From an optimization exercise on the open Yosys and OpenROAD flow, aimed at small area, a short achievable clock period and few clock cycles; shortcuts taken in it are not production practice.
Function was checked by simulation only, so behaviour that the tests miss may differ from the original.
Power is estimated from default activity; no workload was simulated.

Setup of the reference run:
==> flow/design.v <==
`default_nettype none
package ola_pkg;
  localparam int LIST_DEPTH_DEF = 32;
  localparam int VAL_W          = 32;
  localparam int KIND_W         = 2;
  localparam int STATUS_W       = 3;
  localparam logic [KIND_W-1:0] KIND_APPEND = 2'd0;
  localparam logic [KIND_W-1:0] KIND_REMOVE = 2'd1;
  localparam logic [KIND_W-1:0] KIND_DUMP   = 2'd2;
  localparam logic [STATUS_W-1:0] ST_APPENDED  = 3'd0;
  localparam logic [STATUS_W-1:0] ST_REMOVED   = 3'd1;
  localparam logic [STATUS_W-1:0] ST_NOT_FOUND = 3'd2;
  localparam logic [STATUS_W-1:0] ST_EMPTY     = 3'd3;
  localparam logic [STATUS_W-1:0] ST_FULL      = 3'd4;
  typedef struct packed {
    logic append;    
    logic compare;   
    logic remove;    
    logic rotate;    
  } cell_ctl_t;
endpackage
`default_nettype wire
`default_nettype none
module ola_cell (
  input  wire                        clk,
  input  wire                        ld,        
  input  wire                        sh,        
  input  wire                        m_en,      
  input  wire                        occ,       
  input  wire [ola_pkg::VAL_W-1:0]   ld_val,
  input  wire                        ld_m,
  input  wire [ola_pkg::VAL_W-1:0]   nxt_val,
  input  wire                        nxt_raw,
  input  wire [ola_pkg::VAL_W-1:0]   cmp_val,   
  output logic [ola_pkg::VAL_W-1:0]  value,
  output logic                       raw,       
  output logic                       match
);
  logic [ola_pkg::VAL_W-1:0] value_r;
  logic                      match_r;
  assign value = value_r;
  assign match = match_r;
  assign raw   = occ && (value_r == cmp_val);
  always_ff @(posedge clk) begin
    value_r <= ({ola_pkg::VAL_W{ld}} & ld_val) |
               ({ola_pkg::VAL_W{sh}} & nxt_val) |
               ({ola_pkg::VAL_W{!ld && !sh}} & value_r);
    if (m_en) begin
      match_r <= ld ? ld_m : (sh ? nxt_raw : raw);
    end
  end
endmodule
`default_nettype wire
`default_nettype none
module ordered_list_append_remove (
  input  wire                                clk,
  input  wire                                rst_n,
  input  wire                                in_valid,
  output logic                               in_stall,
  input  wire        [ola_pkg::KIND_W-1:0]   in_kind,
  input  wire signed [ola_pkg::VAL_W-1:0]    in_value,
  output logic                               out_valid,
  input  wire                                out_stall,
  output logic       [ola_pkg::STATUS_W-1:0] out_status,
  output logic signed [ola_pkg::VAL_W-1:0]   out_entry,
  output logic                               out_last
);
  localparam int N  = ola_pkg::LIST_DEPTH_DEF;
  localparam int W  = ola_pkg::VAL_W;
  localparam int CW = $clog2(N + 1);
  logic                       p2_v;
  logic [ola_pkg::KIND_W-1:0] p2_k;
  logic [W-1:0]               p2_val;
  logic [CW-1:0]              cnt_r, cnt_nxt;
  logic [CW-1:0]              dleft_r;       
  logic [W-1:0]               val  [N+1];
  logic [N:0]                 raw;
  logic [N-1:0]               m_r;
  logic [N-1:0]               pre;
  logic [N-1:0]               ld, sh, occ;
  logic [N:0]                 tl_r, tl_nxt;  
  logic                       p2_app, p2_rem, p2_dmp;
  logic                          o_v, k_v;
  logic [ola_pkg::STATUS_W-1:0]  o_st, k_st, w_st;
  logic [W-1:0]                  o_e, k_e, w_e;
  logic                          o_l, k_l, w_l;
  logic room, empty, full, dlast, done;
  logic adv_r, stall_r, take;
  logic app_do, rem_do, rot_do, found, w_v;
  logic [W-1:0] ld_val;
  logic ld_m, fwd;
  logic p2_v_n, k_v_n, adv_n, dlast_n;
  logic dec, nx0, nx1;
  logic [ola_pkg::KIND_W-1:0] p2_k_n;
  assign room  = !k_v;
  assign empty = (cnt_r == '0);
  assign full  = (cnt_r == CW'(N));
  assign dlast = (dleft_r == '0);
  assign app_do = p2_app && room && !full;
  assign rem_do = p2_rem && room;
  assign rot_do = p2_dmp && room && !empty;
  assign done     = p2_v && room && ((p2_k != ola_pkg::KIND_DUMP) || empty || dlast);
  assign in_stall = stall_r;
  assign take     = in_valid && adv_r;
  always_comb begin
    logic [N-1:0] p;
    p = m_r;
    for (int d = 1; d < N; d = d * 2) begin
      for (int i = N - 1; i >= d; i--) p[i] = p[i] | p[i-d];
    end
    pre = p;
  end
  assign found = pre[N-1];
  assign dec   = rem_do && found;
  always_comb begin
    for (int i = 0; i < N; i++) begin
      occ[i] = (cnt_r > CW'(i));
      ld[i]  = (app_do && tl_r[i]) || (rot_do && tl_r[i+1]);
      sh[i]  = (rem_do && pre[i]) || (rot_do && !tl_r[i+1]);
    end
  end
  assign ld_val = p2_k[1] ? val[0] : p2_val;
  assign fwd    = (p2_val == in_value);
  assign ld_m   = p2_k[1] ? raw[0] : fwd;
  assign val[N] = '0;
  assign raw[N] = 1'b0;
  genvar gi;
  generate
    for (gi = 0; gi < N; gi++) begin : g_slot
      ola_cell u_cell (
        .clk     (clk),
        .ld      (ld[gi]),
        .sh      (sh[gi]),
        .m_en    (adv_r),
        .occ     (occ[gi]),
        .ld_val  (ld_val),
        .ld_m    (ld_m),
        .nxt_val (val[gi+1]),
        .nxt_raw (raw[gi+1]),
        .cmp_val (in_value),
        .value   (val[gi]),
        .raw     (raw[gi]),
        .match   (m_r[gi])
      );
    end
  endgenerate
  always_comb begin
    w_v  = p2_v && room && (p2_k != 2'd3);
    w_e  = p2_val;
    w_l  = 1'b1;
    w_st = ola_pkg::ST_APPENDED;
    cnt_nxt = cnt_r;
    tl_nxt  = tl_r;
    case (p2_k)
      ola_pkg::KIND_APPEND: begin
        w_st = full ? ola_pkg::ST_FULL : ola_pkg::ST_APPENDED;
        if (app_do) cnt_nxt = cnt_r + 1'b1;
        if (app_do) tl_nxt = {tl_r[N-1:0], 1'b0};
      end
      ola_pkg::KIND_REMOVE: begin
        w_st = empty ? ola_pkg::ST_EMPTY : (found ? ola_pkg::ST_REMOVED : ola_pkg::ST_NOT_FOUND);
        if (rem_do && found) cnt_nxt = cnt_r - 1'b1;
        if (rem_do && found) tl_nxt = {1'b0, tl_r[N:1]};
      end
      ola_pkg::KIND_DUMP: begin
        if (empty) begin
          w_st = ola_pkg::ST_EMPTY;
        end else begin
          w_e = val[0];
          w_l = dlast;
        end
      end
      default: begin
      end
    endcase
  end
  always_comb begin
    p2_v_n  = adv_r ? in_valid : p2_v;
    p2_k_n  = adv_r ? in_kind : p2_k;
    k_v_n   = k_v ? out_stall : (w_v && o_v && out_stall);
    nx0     = (tl_r[0] && !app_do) || (tl_r[1] && dec);
    nx1     = (tl_r[1] && !app_do && !dec) || (tl_r[0] && app_do) || (tl_r[2] && dec);
    dlast_n = adv_r ? nx1 : (rot_do ? (dleft_r == CW'(1)) : dlast);
    adv_n   = !p2_v_n || (!k_v_n && ((p2_k_n != ola_pkg::KIND_DUMP) || nx0 || dlast_n));
  end
  assign out_valid  = o_v;
  assign out_status = o_st;
  assign out_entry  = o_e;
  assign out_last   = o_l;
  always_ff @(posedge clk) begin
    if (!rst_n) begin
      p2_v    <= 1'b0;
      cnt_r   <= '0;
      tl_r    <= (N+1)'(1);
      p2_app  <= 1'b0;
      p2_rem  <= 1'b0;
      p2_dmp  <= 1'b0;
      dleft_r <= '0;
      o_v     <= 1'b0;
      k_v     <= 1'b0;
      adv_r   <= 1'b1;
      stall_r <= 1'b0;
    end else begin
      p2_v    <= p2_v_n;
      cnt_r   <= cnt_nxt;
      tl_r    <= tl_nxt;
      if (adv_r) begin
        p2_app <= in_valid && (in_kind == ola_pkg::KIND_APPEND);
        p2_rem <= in_valid && (in_kind == ola_pkg::KIND_REMOVE);
        p2_dmp <= in_valid && (in_kind == ola_pkg::KIND_DUMP);
      end
      if (adv_r) dleft_r <= app_do ? cnt_r : (dec ? cnt_r - 2'd2 : cnt_r - 1'b1);
      else if (rot_do) dleft_r <= dleft_r - 1'b1;
      k_v     <= k_v_n;
      adv_r   <= adv_n;
      stall_r <= !adv_n;
      if (k_v) o_v <= 1'b1;
      else if (w_v) o_v <= 1'b1;
      else if (!out_stall) o_v <= 1'b0;
    end
  end
  always_ff @(posedge clk) begin
    if (adv_r) begin
      p2_k   <= in_kind;
      p2_val <= in_value;
    end
    if (!o_v || !out_stall) begin
      if (k_v) begin
        o_st <= k_st;
        o_e  <= k_e;
        o_l  <= k_l;
      end else begin
        o_st <= w_st;
        o_e  <= w_e;
        o_l  <= w_l;
      end
    end
    if (!k_v) begin
      k_st <= w_st;
      k_e  <= w_e;
      k_l  <= w_l;
    end
  end
endmodule
`default_nettype wire
export LEC_CHECK = 0
export CAP_MARGIN = 20
export CORE_MARGIN = 2
export CORE_UTILIZATION = 40
export SETUP_SLACK_MARGIN = 2.8
export SLEW_MARGIN = 20
create_clock -name core_clock -period 5.5 [get_ports {clk}]
run.sh (not shown) runs the stock make flow with config.mk's settings and CLKGATE_MAP_FILE= SYNTH_SCRIPT=/design/flow/synth_recipe.tcl, a recipe that flattens the netlist after the stock synthesis.
Testbench counts of the reference run, summed over its fixed seeds: cycles 22,371.
Relative to the reference run, the following input files were edited for the trial run:
--- a/flow/design.v
+++ b/flow/design.v
@@ -22,12 +22,13 @@
 `default_nettype wire
 `default_nettype none
 module ola_cell (
   input  wire                        clk,
   input  wire                        ld,        
   input  wire                        sh,        
+  input  wire                        hd,        
   input  wire                        m_en,      
   input  wire                        occ,       
   input  wire [ola_pkg::VAL_W-1:0]   ld_val,
   input  wire                        ld_m,
   input  wire [ola_pkg::VAL_W-1:0]   nxt_val,
   input  wire                        nxt_raw,
@@ -41,13 +42,13 @@
   assign value = value_r;
   assign match = match_r;
   assign raw   = occ && (value_r == cmp_val);
   always_ff @(posedge clk) begin
     value_r <= ({ola_pkg::VAL_W{ld}} & ld_val) |
                ({ola_pkg::VAL_W{sh}} & nxt_val) |
-               ({ola_pkg::VAL_W{!ld && !sh}} & value_r);
+               ({ola_pkg::VAL_W{hd}} & value_r);
     if (m_en) begin
       match_r <= ld ? ld_m : (sh ? nxt_raw : raw);
     end
   end
 endmodule
 `default_nettype wire
@@ -74,13 +75,13 @@
   logic [CW-1:0]              cnt_r, cnt_nxt;
   logic [CW-1:0]              dleft_r;       
   logic [W-1:0]               val  [N+1];
   logic [N:0]                 raw;
   logic [N-1:0]               m_r;
   logic [N-1:0]               pre;
-  logic [N-1:0]               ld, sh, occ;
+  logic [N-1:0]               ld, sh, hd, occ;
   logic [N:0]                 tl_r, tl_nxt;  
   logic                       p2_app, p2_rem, p2_dmp;
   logic                          o_v, k_v;
   logic [ola_pkg::STATUS_W-1:0]  o_st, k_st, w_st;
   logic [W-1:0]                  o_e, k_e, w_e;
   logic                          o_l, k_l, w_l;
@@ -90,14 +91,14 @@
   logic [W-1:0] ld_val;
   logic ld_m, fwd;
   logic p2_v_n, k_v_n, adv_n, dlast_n;
   logic dec, nx0, nx1;
   logic [ola_pkg::KIND_W-1:0] p2_k_n;
   assign room  = !k_v;
-  assign empty = (cnt_r == '0);
-  assign full  = (cnt_r == CW'(N));
+  assign empty = tl_r[0];
+  assign full  = tl_r[N];
   assign dlast = (dleft_r == '0);
   assign app_do = p2_app && room && !full;
   assign rem_do = p2_rem && room;
   assign rot_do = p2_dmp && room && !empty;
   assign done     = p2_v && room && ((p2_k != ola_pkg::KIND_DUMP) || empty || dlast);
   assign in_stall = stall_r;
@@ -114,12 +115,13 @@
   assign dec   = rem_do && found;
   always_comb begin
     for (int i = 0; i < N; i++) begin
       occ[i] = (cnt_r > CW'(i));
       ld[i]  = (app_do && tl_r[i]) || (rot_do && tl_r[i+1]);
       sh[i]  = (rem_do && pre[i]) || (rot_do && !tl_r[i+1]);
+      hd[i]  = !(rot_do || (app_do && tl_r[i]) || (rem_do && pre[i]));
     end
   end
   assign ld_val = p2_k[1] ? val[0] : p2_val;
   assign fwd    = (p2_val == in_value);
   assign ld_m   = p2_k[1] ? raw[0] : fwd;
   assign val[N] = '0;
@@ -128,12 +130,13 @@
   generate
     for (gi = 0; gi < N; gi++) begin : g_slot
       ola_cell u_cell (
         .clk     (clk),
         .ld      (ld[gi]),
         .sh      (sh[gi]),
+        .hd      (hd[gi]),
         .m_en    (adv_r),
         .occ     (occ[gi]),
         .ld_val  (ld_val),
         .ld_m    (ld_m),
         .nxt_val (val[gi+1]),
         .nxt_raw (raw[gi+1]),
--- outcome ---
Against the reference run, the trial run comes in 6.0% higher on wire length on met2.
Internal portion of total power, the reference run and the trial run, higher one = the reference run.
Max worst hold margin across the reference run and the trial run: the reference run
Re detailed route wirelength on metal3: the trial run is 4.5% up on the reference run.
The trial run vs the reference run, clock network power share went up by 8.5 points.
Looking at number of ordinary and repair buffers in the finished layout, the trial run sits 3.8% higher than the reference run does.
Compare the reference run and the trial run | global-route usage higher: the trial run
STATUS cell area: the trial run loses against the reference run
Compared with the reference run, the trial run instantiates a larger number of cells.
Testbench counts of the trial run, summed over its fixed seeds: cycles 22,371.

-- afterwards: timing with drivers on the ports --
The results above use ideal ports. As a check the final layouts listed here were re-extracted and re-timed, cells and wires unchanged. Step 1 (the two cells are an assumption about what drives the block):
set clk [get_ports {clk}]
set_driving_cell -lib_cell sky130_fd_sc_hd__clkbuf_16 $clk
set_driving_cell -lib_cell sky130_fd_sc_hd__buf_2 [delete_from_list [all_inputs] $clk]
Step 2 also shifts input and output timing later by t, the mid clock arrival at the registers, as if the neighbouring blocks saw the same clock. Slacks: no drivers / after step 1 / after step 2; pairs: no drivers / after step 1.
run | t, ns | slack for setup (ns) | clock arrival spread, ns
the reference run | 0.867 | 2.749 / 2.754 / 1.932 | 0.037 / 0.037
the trial run | 0.863 | 2.607 / 2.607 / 1.840 | 0.029 / 0.029
After both steps every run listed still meets setup and hold. For the reference run, which loses most, drivers alone change the setup slack by +0.005 ns; drivers and shift together by -0.817 ns.
